Source: an optimization exercise on an open RTL-to-GDS flow (aim: small area, a short achievable clock period and few clock cycles per item). Production flows keep margins and buffers that such runs may drop.
Where RTL was checked, it was by simulation tests only, not by an equivalence proof against the original.
Power is estimated from default activity; no workload was simulated.

== oak ==
==> flow/design.v (excerpt) <==
module averaged_current_sense (
  input  wire logic                            clk,
  input  wire logic                            rst,
  input  wire logic                            s_valid,
  output logic                                 s_ready,
  input  wire logic [acs_pkg::CH_W-1:0]        s_channel,
  input  wire logic                            s_kind,
  input  wire logic [acs_pkg::SAMPLE_BITS-1:0] s_sample,
  output logic                                 r_valid,
  input  wire logic                            r_ready,
  output logic [acs_pkg::CH_W-1:0]             r_channel,
  output logic                                 r_kind,
  output logic [acs_pkg::SAMPLE_BITS-1:0]      r_average,
  output logic [acs_pkg::MA_W-1:0]             r_current_ma,
  input  wire logic                            cfg_we,
  input  wire logic [acs_pkg::CFG_IDX_W-1:0]   cfg_index,
  input  wire logic [acs_pkg::CFG_W-1:0]       cfg_data
);
export LEC_CHECK = 0
export ABC_CLOCK_PERIOD_IN_PS = 3500
export CAP_MARGIN = 20
export CORE_MARGIN = 2
export CORE_UTILIZATION = 40
export SETUP_SLACK_MARGIN = 4.7
export SLEW_MARGIN = 20
create_clock -name core_clock -period 8.5 [get_ports {clk}]
standard.sh (not shown) runs the stock make flow with config.mk's settings and CLKGATE_MAP_FILE= SYNTH_SCRIPT=/design/flow/synth_recipe.tcl, a recipe that flattens the netlist after the stock synthesis.
==> flow/flow/run.sh <==
#!/bin/bash
# The standard layout, with buf_2 port buffers and resizing not held to a cell's footprint.
bash standard.sh MATCH_CELL_FOOTPRINT=0 "BUFFER_PORTS_ARGS=-buffer_cell sky130_fd_sc_hd__buf_2" finish > standard.log 2>&1
Modified inputs, pine compared to oak
--- a/flow/design.v
+++ b/flow/design.v
@@ -97,33 +97,43 @@
 );
   logic [acs_pkg::SUM_W-1:0] run_sum  [acs_pkg::CHANNELS];
   logic [acs_pkg::CNT_W-1:0] run_len  [acs_pkg::CHANNELS];
   logic                      run_kind [acs_pkg::CHANNELS];
   logic                            in_valid;
   logic [acs_pkg::CH_W-1:0]        in_ch;
   logic                            in_kind;
   logic [acs_pkg::SAMPLE_BITS-1:0] in_sample;
+  logic                            in_restart;    
   logic                      restart;
   logic [acs_pkg::SUM_W-1:0] base_sum;
   logic [acs_pkg::CNT_W-1:0] base_len;
   logic [acs_pkg::SUM_W-1:0] sum_next;
   logic [acs_pkg::LEN_W-1:0] len_next;
   logic                      done;
+  logic fwd;
+  logic n_busy;
+  logic n_run_kind;
+  always_comb begin
+    fwd        = in_valid && (n_ch == in_ch);
+    n_busy     = fwd ? !done   : (run_len[n_ch] != '0);
+    n_run_kind = fwd ? in_kind : run_kind[n_ch];
+  end
   always_ff @(posedge clk) begin
     if (rst) in_valid <= 1'b0;
     else if (!hold) in_valid <= n_valid;
     if (!hold) begin
-      in_ch     <= n_ch;
-      in_kind   <= n_kind;
-      in_sample <= n_sample;
+      in_ch      <= n_ch;
+      in_kind    <= n_kind;
+      in_sample  <= n_sample;
+      in_restart <= n_busy && (n_run_kind != n_kind);
     end
   end
   always_comb begin
-    restart  = (run_len[in_ch] != '0) && (run_kind[in_ch] != in_kind);
+    restart  = in_restart;
     base_sum = restart ? '0 : run_sum[in_ch];
     base_len = restart ? '0 : run_len[in_ch];
     sum_next = base_sum + acs_pkg::SUM_W'(in_sample);
     len_next = acs_pkg::LEN_W'(base_len) + acs_pkg::LEN_W'(1);
     done     = base_len >= (in_kind ? cal_lim : meas_lim);
   end
   always_ff @(posedge clk) begin
     if (rst) begin
@@ -397,19 +407,17 @@
       p3_avg  <= p2_avg;
       p3_pass <= p2_pass;
       p3_a    <= row_a[PW-1:FW];
       p3_b    <= row_b[PW-1:FW];
       p3_c    <= low_sum[FW];
     end
   end
   assign scaled = p3_a + p3_b + (PW-FW)'(p3_c);
-  assign ma = !p3_pass ? '0 :
-              (scaled[PW-FW-1:acs_pkg::MA_W] != '0) ? {acs_pkg::MA_W{1'b1}} :
-              scaled[acs_pkg::MA_W-1:0];
+  assign ma = !p3_pass ? '0 : acs_pkg::MA_W'(scaled);
   always_ff @(posedge clk) begin
     if (rst) r_valid <= 1'b0;
     else if (!stall) r_valid <= p3_valid;
     if (!stall) begin
       r_channel    <= p3_ch;
       r_kind       <= p3_kind;
       r_average    <= p3_avg;
       r_current_ma <= ma;
Findings:
Delta (pine minus oak): overall power of the completed layout went up by 3.5 mW; number of instances in the synthesized netlist saw an increase; sequential share of cell area decreased by 2.9 points relative to the old numbers; setup slack picked up an extra 0.083 ns; power share of the clock group went down by 0.6 points. Against oak, number of placement rows in pine rose by more than 10%. Diff oak -> pine: adder and majority cell fraction of the synthesized area moved up, chip width moved up, cell leakage power moved up. Critical path endpoint: u_back.j_sum[8]$_DFFE_PP_ -> oak, u_back.p3_c$_DFFE_PN_ -> pine. No stage failed in pine, and the final checks on the layout all came back clean.
Testbench counts of pine, summed over its fixed seeds: cycles 16,657, items 4,813.
The RTL of oak was laid out without a check of its function.

* * *

Setup of rev 12:
Another version of the RTL of averaged_current_sense (not shown whole).
Size in the first run: roughly 2700 cells after synthesis.
// averaged_current_sense
module averaged_current_sense (
  input  wire logic                            clk,
  input  wire logic                            rst,
  input  wire logic                            s_valid,
  output logic                                 s_ready,
  input  wire logic [acs_pkg::CH_W-1:0]        s_channel,
  input  wire logic                            s_kind,
  input  wire logic [acs_pkg::SAMPLE_BITS-1:0] s_sample,
  output logic                                 r_valid,
  input  wire logic                            r_ready,
  output logic [acs_pkg::CH_W-1:0]             r_channel,
  output logic                                 r_kind,
  output logic [acs_pkg::SAMPLE_BITS-1:0]      r_average,
  output logic [acs_pkg::MA_W-1:0]             r_current_ma,
  input  wire logic                            cfg_we,
  input  wire logic [acs_pkg::CFG_IDX_W-1:0]   cfg_index,
  input  wire logic [acs_pkg::CFG_W-1:0]       cfg_data
);
  logic [acs_pkg::CNT_W-1:0]  meas_lim;    
  logic [acs_pkg::CNT_W-1:0]  cal_lim;     
  logic [acs_pkg::DB_W-1:0]   deadband;
  logic [acs_pkg::GAIN_W-1:0] gain;
  always_ff @(posedge clk) begin
    if (rst) begin
      meas_lim <= acs_pkg::CNT_W'(64 - 1);
      cal_lim  <= acs_pkg::CNT_W'(200 - 1);
      deadband <= acs_pkg::DB_W'(149);
      gain     <= acs_pkg::GAIN_W'(5158);
    end else if (cfg_we) begin
      case (cfg_index)
        acs_pkg::REG_MEASURE_COUNT:   meas_lim <= acs_pkg::count_limit(cfg_data[acs_pkg::LEN_W-1:0]);
        acs_pkg::REG_CALIBRATE_COUNT: cal_lim  <= acs_pkg::count_limit(cfg_data[acs_pkg::LEN_W-1:0]);
        acs_pkg::REG_DEADBAND:        deadband <= cfg_data[acs_pkg::DB_W-1:0];
        default:                      gain     <= cfg_data[acs_pkg::GAIN_W-1:0];
  ...
==> flow/config.mk <==
export PLATFORM = sky130hd
export DESIGN_NAME = averaged_current_sense
export DESIGN_NICKNAME = averaged_current_sense
export VERILOG_FILES = /design/flow/design.v
export SDC_FILE = /design/flow/constraint.sdc
export NUM_CORES = 4
export LEC_CHECK = 0
export ABC_CLOCK_PERIOD_IN_PS = 3500
export CAP_MARGIN = 20
export CORE_MARGIN = 2
export CORE_UTILIZATION = 40
export SETUP_SLACK_MARGIN = 4.7
export SLEW_MARGIN = 20
==> flow/constraint.sdc <==
create_clock -name core_clock -period 8.5 [get_ports {clk}]
set_input_delay 1.7000 -clock core_clock [delete_from_list [all_inputs] [get_ports {clk}]]
set_output_delay 1.7000 -clock core_clock [all_outputs]
set_load 0.01 [all_outputs]
run.sh (not shown) runs the stock make flow with config.mk's settings and CLKGATE_MAP_FILE= SYNTH_SCRIPT=/design/flow/synth_recipe.tcl, a recipe that flattens the netlist after the stock synthesis.
Stock flow here: none of the scripts above is used.
Testbench counts of rev 12, summed over its fixed seeds: cycles 16,657, items 4,813.
Edits applied to the flow inputs when going from rev 12 to rev 13:
-- flow/design.v --
<<< rev 12, line 360
  logic [PW-1:0] row_a;
  logic [PW-1:0] row_b;
  logic [FW:0]   low_sum;
  localparam int GW = acs_pkg::GAIN_W + 2;
  logic [GW-1:0] gain3;
>>> rev 13, line 360
  logic [PW-1:0] row_a;
  logic [PW-1:0] row_b;
  localparam int GW = acs_pkg::GAIN_W + 2;
  logic [GW-1:0] gain3;
<<< rev 12, line 385
    row_a   = r2[0] ^ r2[1] ^ r2[2];
    row_b   = ((r2[0] & r2[1]) | (r2[0] & r2[2]) | (r2[1] & r2[2])) << 1;
    low_sum = (FW+1)'(row_a[FW-1:0]) + (FW+1)'(row_b[FW-1:0]);
  end
  logic                            p3_valid;
  logic [acs_pkg::CH_W-1:0]        p3_ch;
  logic                            p3_kind;
  logic [acs_pkg::SAMPLE_BITS-1:0] p3_avg;
  logic                            p3_pass;
  logic [PW-FW-1:0]                p3_a;
  logic [PW-FW-1:0]                p3_b;
  logic                            p3_c;
  logic [PW-FW-1:0]                scaled;
  logic [acs_pkg::MA_W-1:0]        ma;
  always_ff @(posedge clk) begin
    if (rst) p3_valid <= 1'b0;
    else if (!stall) p3_valid <= p2_valid;
    if (!stall) begin
      p3_ch   <= p2_ch;
      p3_kind <= p2_kind;
      p3_avg  <= p2_avg;
      p3_pass <= p2_pass;
      p3_a    <= row_a[PW-1:FW];
      p3_b    <= row_b[PW-1:FW];
      p3_c    <= low_sum[FW];
    end
  end
  assign scaled = p3_a + p3_b + (PW-FW)'(p3_c);
  assign ma = !p3_pass ? '0 : acs_pkg::MA_W'(scaled);
  always_ff @(posedge clk) begin
    if (rst) r_valid <= 1'b0;
    else if (!stall) r_valid <= p3_valid;
    if (!stall) begin
      r_channel    <= p3_ch;
      r_kind       <= p3_kind;
      r_average    <= p3_avg;
      r_current_ma <= ma;
    end
>>> rev 13, line 384
    row_a   = r2[0] ^ r2[1] ^ r2[2];
    row_b   = ((r2[0] & r2[1]) | (r2[0] & r2[2]) | (r2[1] & r2[2])) << 1;
  end
  logic [PW-1:0]            product;
  logic [acs_pkg::MA_W-1:0] ma;
  assign product = row_a + row_b;
  assign ma = !p2_pass ? '0 : product[FW +: acs_pkg::MA_W];
  always_ff @(posedge clk) begin
    if (rst) r_valid <= 1'b0;
    else if (!stall) r_valid <= p2_valid;
    if (!stall) begin
      r_channel    <= p2_ch;
      r_kind       <= p2_kind;
      r_average    <= p2_avg;
      r_current_ma <= ma;
    end
[summary]
- Rev 13 vs rev 12, relative contribution of the clock network to total power went down by 3.2 points.
- Rev 12 → rev 13: hold slack now sits higher, buffer count excluding the clock tree in the final layout now sits higher, final standard cell utilization of the core now sits higher, post-CTS setup buffer count now sits higher.
- Looking at area added between synthesis and finish, rev 13 sits 4.7 points above rev 12.
- Rev 13 vs. rev 12: clock-cell share of area went down by 0.60 points.
- Looking at die area, rev 13 sits 5300 sq um below rev 12.
- Comparing effective utilization at floorplan for rev 13 and rev 12, the smaller number came from rev 12.
- In rev 13, the synthesized-area fraction occupied by ao, oa, aoi and oai cells came out 0.62 points above the value in rev 12.
- Looking at final worst slack, rev 13 sits below rev 12.
The RTL of rev 13 was laid out without a check of its function.

## static timing again, ports no longer ideal
No port has a modelled driver above. Below, the same layouts with a new extraction and two added sets of constraints. Step 1: set_driving_cell puts a clkbuf_16 on clk and a buf_2 on each other input, an assumption about the parent block. Step 2 moves the port delays by t, midway between the first and last clock arrival at a register: inputs arrive t later, outputs are due t later. That takes back most of the time a late clock gives input paths. Three values: ideal ports, drivers, drivers and shift; two values: the first two.
run	t, ns	setup WS [ns]	worst hold slack (ns)	latest minus earliest clock arrival (ns)	pins driven straight from the clock port
oak	0.621	4.465 / 4.465 / 4.215	0.417 / 0.417 / 0.417	0.026 / 0.027	1
pine	0.677	4.548 / 4.548 / 4.189	0.417 / 0.417 / 0.417	0.031 / 0.031	1
rev 12	0.677	4.688 / 4.688 / 4.156	0.400 / 0.400 / 0.400	0.035 / 0.034	1
rev 13	0.667	3.682 / 3.682 / 3.682	0.419 / 0.419 / 0.419	0.028 / 0.028	1
After both steps every run listed still meets setup and hold. For rev 12, which loses most, drivers alone change the setup slack by 0.000 ns; drivers and shift together by -0.532 ns.
